Context: an optimization exercise on an open-source flow, tuned for a short achievable clock period and few clock cycles. The choices shown serve that exercise and are no tape-out recipe.
The RTL was checked by simulation tests, not by an equivalence proof against the original design.
Power and IR drop assume default switching activity.

File: run.sh
#!/bin/bash
# synth_recipe.tcl (not shown) runs the flow's synth.tcl, then flattens the netlist and writes it again
# the make line also repeats each setting of config.mk as NAME=value (left out here)
make -C /OpenROAD-flow-scripts/flow DESIGN_CONFIG=/design/flow/config.mk WORK_HOME=/design/flow/orfs CLKGATE_MAP_FILE= SYNTH_SCRIPT=/design/flow/synth_recipe.tcl finish
File: config.mk
export PLATFORM = sky130hd
export DESIGN_NAME = riscv_core
export DESIGN_NICKNAME = riscv_core
export VERILOG_FILES = /design/flow/design.v
export SDC_FILE = /design/flow/constraint.sdc
export NUM_CORES = 4
export LEC_CHECK = 0
export ABC_CLOCK_PERIOD_IN_PS = 2800
export CAP_MARGIN = 20
export CELL_PAD_IN_SITES_DETAIL_PLACEMENT = 1
export CELL_PAD_IN_SITES_GLOBAL_PLACEMENT = 1
export CORE_MARGIN = 2
export CORE_UTILIZATION = 30
export PLACE_DENSITY = 0.5
export SETUP_SLACK_MARGIN = 2.5
export SLEW_MARGIN = 20
export SYNTH_HIERARCHICAL = 1
export SYNTH_MINIMUM_KEEP_SIZE = 0
File: constraint.sdc
create_clock -name core_clock -period 6.0 [get_ports {clock}]
set_input_delay 1.2000 -clock core_clock [delete_from_list [all_inputs] [get_ports {clock}]]
set_output_delay 1.2000 -clock core_clock [all_outputs]
set_load 0.01 [all_outputs]
File: design.v
package riscv_pkg;
    typedef logic [31:0] word_t;
    typedef logic [4:0] reg_addr_t;
    typedef logic [2:0] alu_op_t;
    localparam alu_op_t ALU_ADD = 3'd0;
    localparam alu_op_t ALU_SUB = 3'd1;
    localparam alu_op_t ALU_AND = 3'd2;
    localparam alu_op_t ALU_OR  = 3'd3;
    localparam alu_op_t ALU_XOR = 3'd4;
    localparam alu_op_t ALU_SLT = 3'd5;
    localparam logic [6:0] OPC_OP     = 7'b0110011;
    localparam logic [6:0] OPC_OP_IMM = 7'b0010011;
    localparam logic [6:0] OPC_LUI    = 7'b0110111;
    localparam logic [6:0] OPC_LOAD   = 7'b0000011;
    localparam logic [6:0] OPC_STORE  = 7'b0100011;
    localparam word_t NOP_INSTR = 32'h0000_0013;
endpackage
module riscv_core #(
    parameter int IMEM_WORDS = 64,
    parameter int DMEM_WORDS = 64
) (
    input  logic                 clock,
    input  logic                 reset,
    input  logic                 start,
    input  riscv_pkg::word_t     prog_address,
    input  logic                 prog_write,
    input  riscv_pkg::word_t     prog_addr,
    input  riscv_pkg::word_t     prog_data,
    output logic                 result_valid,
    output riscv_pkg::reg_addr_t result_reg,
    output riscv_pkg::word_t     result_data
);
    logic        running;
    logic [31:0] imem_e [32];
    logic [31:0] imem_o [32];
    always_ff @(posedge clock) begin
        if (prog_write && !running && !prog_addr[0]) begin
            imem_e[prog_addr[5:1]] <= prog_data;
        end
        if (prog_write && !running && prog_addr[0]) begin
            imem_o[prog_addr[5:1]] <= prog_data;
        end
    end
    function automatic logic [4:0] even_row(input logic [5:0] i);
        even_row = i[5:1] + {4'd0, i[0]};
    endfunction
    logic [5:0]       f0;        
    logic [31:0]      fe_oh;     
    logic [31:0]      fo_oh;     
    logic [2:0]       qn;        
    logic [3:0][31:0] q;         
    logic [31:0]      fw0;
    logic [31:0]      fw1;
    logic [5:0]       sa0;       
    logic [31:0]      sel_e, sel_o;    
    logic [31:0]      st_word;         
    logic             fpar, flast;
    logic [31:0]      rd_e, rd_o;
    function automatic logic [31:0] onehot32(input logic [4:0] i);
        onehot32 = 32'd1 << i;
    endfunction
    assign sa0   = prog_address[7:2];
    assign sel_e = fe_oh;
    assign sel_o = fo_oh;
    assign fpar  = f0[0];
    assign flast = f0 == 6'd63;
    always_comb begin
        rd_e = '0;
        rd_o = '0;
        for (int i = 0; i < 32; i++) begin
            rd_e = rd_e | ({32{sel_e[i]}} & imem_e[i]);
            rd_o = rd_o | ({32{sel_o[i]}} & imem_o[i]);
        end
    end
    assign st_word = sa0[0] ? imem_o[sa0[5:1]] : imem_e[sa0[5:1]];
    assign fw0 = fpar ? rd_o : rd_e;
    assign fw1 = flast ? rd_o : fpar ? rd_e : rd_o;
    logic [1:0]       e_we, e_rep, e_ld, e_st;
    logic [1:0][4:0]  e_rd;
    logic [1:0][5:0]  e_op;      
    logic [1:0][9:0]  e_sa, e_sb, e_ss;    
    logic [1:0][31:0] e_va, e_vb, e_vs;    
    logic [1:0]       m_we, m_rep, m_ld, m_st;
    logic [1:0][4:0]  m_rd;
    logic [1:0][31:0] m_sum, m_diff, m_log;
    logic [1:0]       m_lt;
    logic [1:0][3:0]  m_op;      
    logic [1:0][31:0] m_val;
    logic [1:0][5:0]  m_idx;
    logic [63:0]      m_roh;     
    logic             m_sfwd;    
    logic [1:0][31:0] m_sd;
    logic [1:0]       w_we;
    logic [1:0][4:0]  w_rd;
    logic [1:0][31:0] w_val;
    logic [4:0]       rq_cnt;
    logic             rq_full;
    assign rq_full = rq_cnt[4] | rq_cnt[3];
    logic [31:0] regs [32];
    always_ff @(posedge clock) begin
        if (reset) begin
            for (int i = 1; i < 32; i++) begin
                regs[i] <= '0;
            end
        end else begin
            for (int i = 1; i < 32; i++) begin
                if (w_we[1] && w_rd[1] == 5'(i)) begin
                    regs[i] <= w_val[1];
                end else if (w_we[0] && w_rd[0] == 5'(i)) begin
                    regs[i] <= w_val[0];
                end
            end
        end
    end
    function automatic logic [31:0] rf_read(input logic [4:0] r);
        logic [31:0] v;
        v = '0;
        for (int i = 1; i < 32; i++) begin
            v = v | ({32{r == 5'(i)}} & regs[i]);
        end
        if (w_we[0] && w_rd[0] == r) v = w_val[0];
        if (w_we[1] && w_rd[1] == r) v = w_val[1];
        rf_read = v;
    endfunction
    logic [1:0]       d_we, d_rep, d_ld, d_st, d_u1, d_u2, d_uimm, d_haz;
    logic [1:0][4:0]  d_rd, d_rs1, d_rs2;
    logic [1:0][5:0]  d_op;
    logic [1:0][31:0] d_imm;
    logic [1:0][9:0]  d_sa, d_sb, d_ss;
    logic [1:0]       d_fa, d_fb, d_fs;
    logic [1:0][31:0] d_va, d_vb, d_vs;
    function automatic logic [9:0] fwd_sel(input logic [4:0] r, input logic u);
        logic       h1, h0, g1, g0;
        logic [3:0] k1, k0;
        h1 = u && e_we[1] && (e_rd[1] == r);
        h0 = u && e_we[0] && (e_rd[0] == r) && !h1;
        g1 = u && m_we[1] && (m_rd[1] == r) && !h0 && !h1;
        g0 = u && m_we[0] && (m_rd[0] == r) && !g1 && !h0 && !h1;
        k1 = {e_op[1][0], e_op[1][1], |e_op[1][4:2], e_op[1][5]};
        k0 = {e_op[0][0], e_op[0][1], |e_op[0][4:2], e_op[0][5]};
        fwd_sel = {{4{h1}} & k1, {4{h0}} & k0, g1, g0};
    endfunction
    function automatic logic load_use(input logic [4:0] r, input logic u);
        logic h1, h0;
        h1 = u && e_we[1] && (e_rd[1] == r);
        h0 = u && e_we[0] && (e_rd[0] == r);
        load_use = (h1 && e_ld[1]) || (h0 && !h1 && e_ld[0]);
    endfunction
    always_comb begin
        for (int s = 0; s < 2; s++) begin
            logic [31:0] w;
            logic [6:0]  opc;
            logic [2:0]  f3;
            logic        is_op, is_opi, is_lui, alu_ok, wr;
            logic [31:0] r1, r2;
            w      = q[s];
            opc    = w[6:0];
            f3     = w[14:12];
            is_op  = (opc == riscv_pkg::OPC_OP);
            is_opi = (opc == riscv_pkg::OPC_OP_IMM);
            is_lui = (opc == riscv_pkg::OPC_LUI);
            d_ld[s] = (opc == riscv_pkg::OPC_LOAD) && (f3 == 3'b010);
            d_st[s] = (opc == riscv_pkg::OPC_STORE) && (f3 == 3'b010);
            alu_ok = (f3 == 3'b000) || (f3 == 3'b010) || (f3 == 3'b100) ||
                     (f3 == 3'b110) || (f3 == 3'b111);
            wr     = ((is_op || is_opi) && alu_ok) || is_lui || d_ld[s];
            d_rd[s]  = w[11:7];
            d_rs1[s] = w[19:15];
            d_rs2[s] = w[24:20];
            d_we[s]  = wr && (w[11:7] != 5'd0);
            d_rep[s] = wr && ((w[11:7] == 5'd9) ||
                              ((w[11:7] >= 5'd18) && (w[11:7] <= 5'd25)));
            d_u1[s]  = ((is_op || is_opi) && alu_ok) || d_ld[s] || d_st[s];
            d_u2[s]  = (is_op && alu_ok) || d_st[s];
            d_uimm[s] = is_opi || is_lui || d_ld[s] || d_st[s];
            d_imm[s] = d_st[s] ? {{20{w[31]}}, w[31:25], w[11:7]} :
                       is_lui  ? {w[31:12], 12'd0} :
                                 {{20{w[31]}}, w[31:20]};
            d_op[s][0] = ((is_op || is_opi) && f3 == 3'b000 && !(is_op && w[30])) ||
                         is_lui || d_ld[s] || d_st[s];
            d_op[s][1] = is_op && f3 == 3'b000 && w[30];
            d_op[s][2] = (is_op || is_opi) && f3 == 3'b111;
            d_op[s][3] = (is_op || is_opi) && f3 == 3'b110;
            d_op[s][4] = (is_op || is_opi) && f3 == 3'b100;
            d_op[s][5] = (is_op || is_opi) && f3 == 3'b010;
            d_sa[s] = fwd_sel(d_rs1[s], d_u1[s]);
            d_sb[s] = fwd_sel(d_rs2[s], d_u2[s] && !d_uimm[s]);
            d_ss[s] = fwd_sel(d_rs2[s], d_st[s]);
            d_haz[s] = load_use(d_rs1[s], d_u1[s]) || load_use(d_rs2[s], d_u2[s]);
            r1 = rf_read(d_rs1[s]);
            r2 = rf_read(d_rs2[s]);
            d_va[s] = (d_u1[s] && d_sa[s] == 10'd0) ? r1 : 32'd0;
            d_vb[s] = d_uimm[s] ? d_imm[s] :
                      (d_u2[s] && d_sb[s] == 10'd0) ? r2 : 32'd0;
            d_vs[s] = (d_ss[s] == 10'd0) ? r2 : 32'd0;
        end
    end
    logic       iss0, iss1;
    logic [1:0] k;
    logic       dep10;
    assign dep10 = d_we[0] && ((d_u1[1] && d_rs1[1] == d_rd[0]) ||
                               (d_u2[1] && d_rs2[1] == d_rd[0]));
    assign iss0  = (qn != 3'd0) && !d_haz[0] && !rq_full;
    assign iss1  = iss0 && (qn >= 3'd2) && !d_haz[1] && !dep10 && !(d_ld[0] && d_ld[1]);
    assign k     = {iss1, iss0 && !iss1};
    logic [2:0][3:0][31:0] nq_k;
    logic [2:0][2:0]       qn_k;
    logic [2:0]            acc_k;
    logic [3:0][31:0]      nq;
    logic [2:0]            nqn;
    logic                  accept;
    logic [5:0]            f0_acc;
    always_comb begin
        for (int kk = 0; kk < 3; kk++) begin
            logic [2:0] r;
            r = qn - 3'(kk);
            acc_k[kk] = (qn <= 3'(kk + 2));
            qn_k[kk]  = acc_k[kk] ? r + 3'd2 : r;
            for (int j = 0; j < 4; j++) begin
                if (j + kk < 4 && 3'(j + kk) < qn) begin
                    nq_k[kk][j] = q[(j + kk) % 4];
                end else if (3'(j + kk) == qn) begin
                    nq_k[kk][j] = fw0;
                end else begin
                    nq_k[kk][j] = fw1;
                end
            end
        end
    end
    assign nq     = iss1 ? nq_k[2] : iss0 ? nq_k[1] : nq_k[0];
    assign nqn    = iss1 ? qn_k[2] : iss0 ? qn_k[1] : qn_k[0];
    assign accept = iss1 ? acc_k[2] : iss0 ? acc_k[1] : acc_k[0];
    assign f0_acc = (f0 >= 6'd61) ? 6'd63 : f0 + 6'd2;
    always_ff @(posedge clock) begin
        q[3:1] <= nq[3:1];
        q[0]   <= running ? nq[0] : st_word;
        if (reset) begin
            running <= 1'b0;
            qn      <= 3'd0;
            f0      <= 6'd0;
            fe_oh   <= 32'd1;
            fo_oh   <= 32'd1;
        end else if (!running) begin
            if (start) begin
                running <= 1'b1;
                qn      <= 3'd1;
                f0      <= (sa0 == 6'd63) ? 6'd63 : sa0 + 6'd1;
                fe_oh   <= onehot32(even_row((sa0 == 6'd63) ? 6'd63 : sa0 + 6'd1));
                fo_oh   <= onehot32(((sa0 == 6'd63) ? 6'd63 : sa0 + 6'd1) >> 1);
            end else begin
                qn <= 3'd0;
            end
        end else begin
            qn <= nqn;
            if (accept) begin
                f0 <= f0_acc;
                fe_oh <= onehot32(even_row(f0_acc));
                fo_oh <= onehot32(f0_acc[5:1]);
            end
        end
    end
    always_ff @(posedge clock) begin
        for (int s = 0; s < 2; s++) begin
            e_rd[s] <= d_rd[s];
            e_op[s] <= d_op[s];
            e_sa[s] <= d_sa[s];
            e_sb[s] <= d_sb[s];
            e_ss[s] <= d_ss[s];
            e_va[s] <= d_va[s];
            e_vb[s] <= d_vb[s];
            e_vs[s] <= d_vs[s];
        end
        if (reset) begin
            e_we  <= '0;
            e_rep <= '0;
            e_ld  <= '0;
            e_st  <= '0;
        end else begin
            e_we  <= d_we  & {iss1, iss0};
            e_rep <= d_rep & {iss1, iss0};
            e_ld  <= d_ld  & {iss1, iss0};
            e_st  <= d_st  & {iss1, iss0};
        end
    end
    function automatic logic [31:0] operand(input logic [9:0] sel, input logic [31:0] v);
        operand = ({32{sel[9]}} & m_sum[1]) | ({32{sel[8]}} & m_diff[1]) |
                  ({32{sel[7]}} & m_log[1]) | {31'd0, sel[6] & m_lt[1]} |
                  ({32{sel[5]}} & m_sum[0]) | ({32{sel[4]}} & m_diff[0]) |
                  ({32{sel[3]}} & m_log[0]) | {31'd0, sel[2] & m_lt[0]} |
                  ({32{sel[1]}} & w_val[1]) | ({32{sel[0]}} & w_val[0]) | v;
    endfunction
    logic [1:0][31:0] x_a, x_b, x_s, x_sum, x_diff, x_log;
    logic [1:0]       x_lt;
    for (genvar g = 0; g < 2; g++) begin : g_alu
        alu_add u_add (.a(x_a[g]), .b(x_b[g]), .y(x_sum[g]));
        alu_sub u_sub (.a(x_a[g]), .b(x_b[g]), .y(x_diff[g]));
    end
    always_comb begin
        for (int s = 0; s < 2; s++) begin
            x_a[s]    = operand(e_sa[s], e_va[s]);
            x_b[s]    = operand(e_sb[s], e_vb[s]);
            x_s[s]    = operand(e_ss[s], e_vs[s]);
            x_lt[s]   = (x_a[s][31] ^ x_b[s][31]) ? x_a[s][31] : x_diff[s][31];
            x_log[s]  = ({32{e_op[s][2]}} & (x_a[s] & x_b[s])) |
                        ({32{e_op[s][3]}} & (x_a[s] | x_b[s])) |
                        ({32{e_op[s][4]}} & (x_a[s] ^ x_b[s]));
        end
    end
    always_ff @(posedge clock) begin
        m_sum  <= x_sum;
        m_diff <= x_diff;
        m_log  <= x_log;
        m_lt   <= x_lt;
        for (int s = 0; s < 2; s++) begin
            m_op[s]  <= {e_op[s][0], e_op[s][1], |e_op[s][4:2], e_op[s][5]};
            m_idx[s] <= x_sum[s][7:2];
            m_sd[s]  <= x_s[s];
        end
        for (int i = 0; i < 64; i++) begin
            m_roh[i] <= (e_ld[1] ? x_sum[1][7:2] : x_sum[0][7:2]) == 6'(i);
        end
        m_sfwd <= x_sum[0][7:2] == x_sum[1][7:2];
        m_rd  <= e_rd;
        if (reset) begin
            m_we  <= '0;
            m_rep <= '0;
            m_ld  <= '0;
            m_st  <= '0;
        end else begin
            m_we  <= e_we;
            m_rep <= e_rep;
            m_ld  <= e_ld;
            m_st  <= e_st;
        end
    end
    always_comb begin
        for (int s = 0; s < 2; s++) begin
            m_val[s] = ({32{m_op[s][3]}} & m_sum[s]) | ({32{m_op[s][2]}} & m_diff[s]) |
                       ({32{m_op[s][1]}} & m_log[s]) | {31'd0, m_op[s][0] & m_lt[s]};
        end
    end
    logic [31:0]      dmem [64];
    logic [1:0][31:0] mv;        
    logic [31:0] dm_rd;
    always_comb begin
        dm_rd = '0;
        for (int i = 0; i < 64; i++) begin
            dm_rd = dm_rd | ({32{m_roh[i]}} & dmem[i]);
        end
    end
    logic [1:0]       ld_use;    
    logic [1:0][31:0] ev;        
    assign ld_use[0] = m_ld[0];
    assign ld_use[1] = m_ld[1] && !(m_st[0] && m_sfwd);
    assign ev[0]     = m_val[0];
    assign ev[1]     = m_ld[1] ? m_sd[0] : m_val[1];
    assign mv[0]     = ld_use[0] ? dm_rd : ev[0];
    assign mv[1]     = ld_use[1] ? dm_rd : ev[1];
    always_ff @(posedge clock) begin
        for (int i = 0; i < 64; i++) begin
            if (m_st[1] && m_idx[1] == 6'(i)) begin
                dmem[i] <= m_sd[1];
            end else if (m_st[0] && m_idx[0] == 6'(i)) begin
                dmem[i] <= m_sd[0];
            end
        end
    end
    always_ff @(posedge clock) begin
        w_val <= mv;
        w_rd  <= m_rd;
        if (reset) begin
            w_we <= '0;
        end else begin
            w_we <= m_we;
        end
    end
    logic [36:0] rq [16];
    logic [3:0]  rq_wp, rq_rp;
    logic        in0v, in1v, outv;
    logic [36:0] in0, in1, outd;
    logic        in0_ld, out_ld;
    logic [31:0] in0_ev, out_ev;
    assign in0v = m_rep[0] || m_rep[1];
    assign in1v = m_rep[0] && m_rep[1];
    assign in0_ld = m_rep[0] ? ld_use[0] : ld_use[1];
    assign in0_ev = m_rep[0] ? ev[0] : ev[1];
    assign in0    = {m_rep[0] ? m_rd[0] : m_rd[1], in0_ld ? dm_rd : in0_ev};
    assign in1    = {m_rd[1], mv[1]};
    assign outv   = (rq_cnt != 5'd0) || in0v;
    assign out_ld = (rq_cnt == 5'd0) && in0_ld;
    assign out_ev = (rq_cnt != 5'd0) ? rq[rq_rp][31:0] : in0_ev;
    assign outd   = {(rq_cnt != 5'd0) ? rq[rq_rp][36:32] : in0[36:32], out_ld ? dm_rd : out_ev};
    always_ff @(posedge clock) begin
        if (in0v) rq[rq_wp] <= in0;
        if (in1v) rq[rq_wp + 4'd1] <= in1;
        result_reg  <= outd[36:32];
        result_data <= outd[31:0];
        if (reset) begin
            rq_wp        <= '0;
            rq_rp        <= '0;
            rq_cnt       <= '0;
            result_valid <= 1'b0;
        end else begin
            rq_wp        <= rq_wp + {3'd0, in0v} + {3'd0, in1v};
            rq_rp        <= rq_rp + {3'd0, outv};
            rq_cnt       <= rq_cnt + {4'd0, in0v} + {4'd0, in1v} - {4'd0, outv};
            result_valid <= outv;
        end
    end
endmodule
module alu_add (
    input  logic [31:0] a,
    input  logic [31:0] b,
    output logic [31:0] y
);
    assign y = a + b;
endmodule
module alu_sub (
    input  logic [31:0] a,
    input  logic [31:0] b,
    output logic [31:0] y
);
    assign y = a - b;
endmodule
==> impl_metrics.tcl, run 1 <==
set metrics [dict create \
    dp.cells 41100 \
    cts_root_buffer "clkbuf_16" \
    synth_commonest_cells "4,720 x edfxtp_1, 2,559 x clkbuf_1, 2,493 x a22oi_1" \
    hp-start "reset" \
    stdcell_count 44000 \
    syn_to_final_growth_pct 22.1 \
    vias_per_cell 7.15 \
    grt_pass1_vias 290000 \
    power_leakage_nw 150 \
    status "no timing/DRC/antenna violations" \
    synthesis.nets 28100 \
    r2r_start "e_sa[13]" \
    cp_max_fo 8 \
    track_usage_pct 39.8 \
    dieArea_sq_mm 1.14 \
    fillers 117000 \
    final_max_slew_viol_count 0 \
    syn_area_sq_mm 0.339 \
    synth_most_common_cell "edfxtp_1" \
    switchingPower_mw 39.7 \
    clock_path_buffers 5 \
    fin_crit_ps 3790 \
    r2r_end "m_roh[52]" \
    crit_path_frequent_cell "buf_6" \
    seq_area_frac_synth_pct 53.1 \
    clkPwrFrac_pct 40.3 \
    core_sq_mm 1.13 \
    max_stage_delay_ps 420 \
    drive_above_1_share_pct 30.3 \
    critical_path_arrival_ps 4810 \
    cts_inserted_buffers 791 \
    ir_worst_vdd_mv 0.347 \
    synth.largest_area_cell "edfxtp_1" \
    cp_data_required_time_ps 7020 \
    clk_pin_slew_worst_paths_ps 70 \
    yosysWarnings 9 \
    setup_viol 0 \
    hold_class "in2reg" \
    largest_register_ffs 2048 \
    synth-edff-count 4720 \
    crit_chain "buf_12 -> buf_12 -> a22o_1 -> a221oi_2 -> nand3_2 -> ha_4 -> o211ai_1 -> o21ai_4 -> buf_6 -> a21o_1 -> a21oi_4 -> xnor2_2 -> buf_6 -> buf_6 -> a31oi_4 -> buf_6 -> nor2_2" \
    swShare_pct 31.8 \
    wirelength_mm 2380 \
    synth_flop_cell "edfxtp_1" \
    drtAntennaViolNets 0 \
    fmax_mhz 264 \
    worstHoldEndpoint "m_ld[1]" \
    nets 28400 \
    worstMarginPinSlew_ps 1350 \
    die_h_mm 1.07 \
    path_class "reg2reg" \
    avgSynthCellArea_sq_um 12.2 \
    r2r_cells 17 \
    synth-seq-cells 6640 \
    comb_power_share_pct 18.0 \
    port_buffers 85 \
    fin_worst_skew_ps 127 \
    routedWlPerCell_um 54.0 \
    vias 315000 \
    h-tree-depth 6 \
    place_congestion 0.990 \
    die_x_mm 1.07 \
    antenna_found_initial 301 \
    ios 138 \
    p_per_area_mw_per_mm2 302 \
    grt_max_degree 161 \
    initial_core_util_pct 30.1 \
    intPower_mw 85.1 \
    drc 0 \
    yosys.cell_types.count 104 \
    sequentialPowerShare_pct 41.7 \
    crit_path_top_delay_cell "dfxtp_4" \
    slew-limit-headroom_pct 9.42 \
    overflow 0 \
    rsz0062_at_grt "true" \
    synthTopCellsByArea "edfxtp_1 42%, dfxtp_1 11%, mux2_2 6.9%" \
    drv_cap 0 \
    startpoint_type "register" \
    end_kind "register" \
    hold_violations 0 \
    fin_crit_sh_pct 63.2 \
    cts_tree "built" \
    grt_pass1_wl_mm 3020 \
    insertion_delay_ps 1260 \
    whs_path_depth 2 \
    dr.pass1.iters 14 \
    drt_iter0_markers 63800 \
    num_rows 390 \
    regMostFlops "dmem" \
    reg2reg_slack_ps 2210 \
    cts_sinks 6640 \
    synth_cells 27800 \
    yosysTopAreaCellShare_pct 41.8 \
    async_reset_ff_share_pct 0 \
    dp_hpwl_mm 1420 \
    finalSetupTns_ps 0 \
]
cell usage in the layout, fill, tap and decap left out, types with 817 or more instances in the layout:
cell type and n:
a22o_1 905, mux2_2 2086, edfxtp_1 4720, nor2_1 1661, a22oi_1 2465, a211oi_1 1000
mux2i_1 1733, buf_4 1726, clkbuf_16 835, dfxtp_1 1587, nand2_1 817
worst max-delay path, delay by kind of cell (launching register included):
| kind | cells | cell delay, ps |
|---|---|---|
| compound gates | 7 | 1380 |
| xor+xnor | 1 | 140 |
| fa+ha+maj | 1 | 390 |
| buf+inv | 6 | 990 |
| flops | 1 | 420 |
| simple gates | 2 | 270 |
modules after synthesis, one instance, submodules excluded:
module      cell area (sq um)  flip-flops and latches  times used  cells
riscv_core             332000                    6640           1  26700
alu_sub                  1840                       0           2    279
alu_add                  1740                       0           2    241
layout make-up:
| cell class | count | area, sq um | share of cell area (%) |
|---|---|---|---|
| antenna | 380 | 951 | 0.230 |
| clock buffer | 1017 | 21300 | 5.15 |
| clock inverter | 439 | 4670 | 1.13 |
| inverter | 403 | 1540 | 0.373 |
| multi-input combinational | 17600 | 157000 | 38.0 |
| sequential | 6640 | 181000 | 43.7 |
| tap | 14900 | 18600 | 4.50 |
| timing repair buffer | 2621 | 28700 | 6.93 |
per-layer routing:
metal  share of wire, %  track usage (%)  up-vias
li1                   -                -   112000
met1                 38             51.9   165000
met2                 39             54.3    29600
met3                 14             15.4     7815
met4                8.5             25.8      136
met5              0.063            0.529        -
worst max path at each step:
stage                                from          to  slack [ps]  cells after the start
after global routing             e_sb[10]     m_lt[1]        2240                     17
after floorplan                   m_st[0]  dmem[0][0]        2110                      4
after CTS                       w_val[24]   m_sum[63]        2210                     12
after global placement    prog_address[3]       q[12]         590                     10
after detailed placement  prog_address[3]       q[12]         610                     10
final                            e_sa[13]   m_roh[52]        2210                     17
logic make-up (layout without fill, tap and decap cells):
group	after synthesis	in the layout	synth area share [%]
AO/OA/AOI/OAI	7469	7469	16.8
flip-flops	6640	6640	53.1
AND/OR/NAND/NOR	4908	4910	6.78
multiplexers	4683	4686	17.5
buffers and inverters	3516	4480	3.97
adder cells (fa/ha/maj)	279	279	1.05
XOR/XNOR	265	265	0.685
other	0	380	0
stage by stage:
step	hold slack, ps	utilization (%)	power [mW]	setup slack (ps)	cell area (sq um)
6_report	394	36.7	125	2210	414000
5_1_grt	397	36.7	126	2240	413000
4_1_cts	411	36.0	123	2210	406000
3_5_place_dp	417	32.4	71.4	608	365000
3_3_place_gp	420	32.3	71.4	594	364000
2_1_floorplan	329	-	60.1	2110	340000
power groups by stage:
stage                     combinational [mW]  clock, mW  sequential, mW
final                                   22.5       50.3            52.0
after global placement                  18.4          0            53.0
after detailed placement                18.5          0            53.0
after global routing                    22.0       52.1            52.0
after floorplan                         8.73          0            51.3
after CTS                               20.2       50.4            51.9
timing repair:
| item | in CTS | in global routing |
|---|---|---|
| cloned | 29 | 35 |
| resized for setup | 1561 | 723 |
| hold buffers | 0 | 0 |
| pin swaps | 353 | 313 |
| endpoints found under the setup margin | 3355 | 1306 |
| buffers inserted | 729 | 249 |
Testbench counts, summed over its fixed seeds: cycles 8,835.
==> inputs of run 2 (changes only) <==
--- a/config.mk
+++ b/config.mk
@@ -13,2 +13,3 @@
 export CORE_UTILIZATION = 30
+export MIN_ROUTING_LAYER = met2
 export PLACE_DENSITY = 0.5
==> run 2 against run 1 <==
Synthesized cell count stayed put; the run now fails in global routing; area after synthesis stayed put.
==> impl_metrics.tcl, run 2 <==
set metrics [dict create \
    syn_area_sq_mm 0.339 \
    grt_pass1_vias 458000 \
    place_congestion 1.09 \
    die_x_mm 1.07 \
    status "stopped before the end" \
    yosys.cell_types.count 104 \
    die_h_mm 1.07 \
    clock_path_buffers 5 \
    synth.largest_area_cell "edfxtp_1" \
    num_rows 390 \
    overflow 628 \
    seq_area_frac_synth_pct 53.1 \
    synth_commonest_cells "4,720 x edfxtp_1, 2,559 x clkbuf_1, 2,493 x a22oi_1" \
    error "[ERROR GRT-0116] Global routing finished with congestion. Check the congestion regions in the DRC Viewer." \
    place_area_sq_mm 0.368 \
    synth-seq-cells 6640 \
    cts_inserted_buffers 807 \
    synth_cells 27800 \
    dp_hpwl_mm 1640 \
    synth-edff-count 4720 \
    synthTopCellsByArea "edfxtp_1 42%, dfxtp_1 11%, mux2_2 6.9%" \
    yosysWarnings 9 \
    async_reset_ff_share_pct 0 \
    track_usage_pct 74.5 \
    initial_core_util_pct 30.1 \
    avgSynthCellArea_sq_um 12.2 \
    grt_max_degree 158 \
    synth_flop_cell "edfxtp_1" \
    synth_most_common_cell "edfxtp_1" \
    synthesis.nets 28100 \
    cts_root_buffer "clkbuf_16" \
    grt_pass1_wl_mm 3760 \
    yosysTopAreaCellShare_pct 41.8 \
    lastStage "global routing" \
    cts_sinks 6640 \
    ios 138 \
    h-tree-depth 6 \
    dp.cells 41400 \
    port_buffers 85 \
]
run 2: cell counts after synthesis:
Identical to the previous run, type by type.
run 2: logic make-up after synthesis:
family                   after synthesis  share of synthesized area (%)
AO/OA/AOI/OAI                       7469                           16.8
flip-flops                          6640                           53.1
AND/OR/NAND/NOR                     4908                           6.78
multiplexers                        4683                           17.5
buffers and inverters               3516                           3.97
adder cells (fa/ha/maj)              279                           1.05
XOR/XNOR                             265                          0.685
run 2: power by group through the flow:
stage	combinational, mW	sequential (mW)	clock, mW
4_1_cts	22.8	52.0	50.9
3_5_place_dp	20.3	53.2	0
3_3_place_gp	20.3	53.2	0
2_1_floorplan	8.73	51.3	0
run 2: worst min-delay path by stage:
stage / from / to / slack (ps) / cells past startpoint
2_1_floorplan: e_rd[0] / m_rd[0] / 330 / 0
3_3_place_gp: e_vs[22] / m_sd[22] / 420 / 2
3_5_place_dp: e_vs[22] / m_sd[22] / 420 / 2
4_1_cts: e_vs[15] / m_sd[15] / 320 / 2
run 2: per-stage QoR:
step | power [mW] | setup WS, ps
2_1_floorplan | 60.1 | 2110
3_3_place_gp | 73.5 | 801
3_5_place_dp | 73.5 | 888
4_1_cts | 126 | 2140
run 2: per-module statistics from Yosys (local to each module, per instance):
module / cell area (sq um) / copies in the design
alu_add: 1740 / 2
alu_sub: 1840 / 2
riscv_core: 332000 / 1
run 2: metal layers:
metal / GRT overflow / global-route usage (%)
met1: - / -
met2: 15 / 77.7
met3: 507 / 86.0
met4: 9 / 50.5
met5: 97 / 67.3
run 2: what timing repair did:
item,4_1_cts
buffers inserted,1052
pin swaps,411
resized for setup,1829
endpoints found under the hold margin,0
gates cloned,47
endpoints found under the setup margin,2724
hold buffers,0

[separate check: timing with driven ports]
The results above use ideal ports. As a check the final layout listed here was re-extracted and re-timed, cells and wires unchanged.
Step 1 assumes that a clkbuf_16 drives the clock port and a buf_2 every other input.
Step 2, shift: input delay + t, output delay - t, t = (earliest + latest rising clock arrival at the registers) / 2. This alone moves slack from input paths to output paths.
Three values: ideal ports, drivers, drivers and shift; two values: the first two.
run: run 1
t (ns): 1.343
setup WS [ns]: 2.207 / 2.207 / 1.125
worst setup path at the end: input to register
clock arrival spread, ns: 0.141 / 0.141
worst slew at a driven data input, ns: 0.37
After both steps setup and hold are still met in run 1. For run 1, drivers alone change the setup slack by 0.000 ns; drivers and shift together by -1.082 ns.
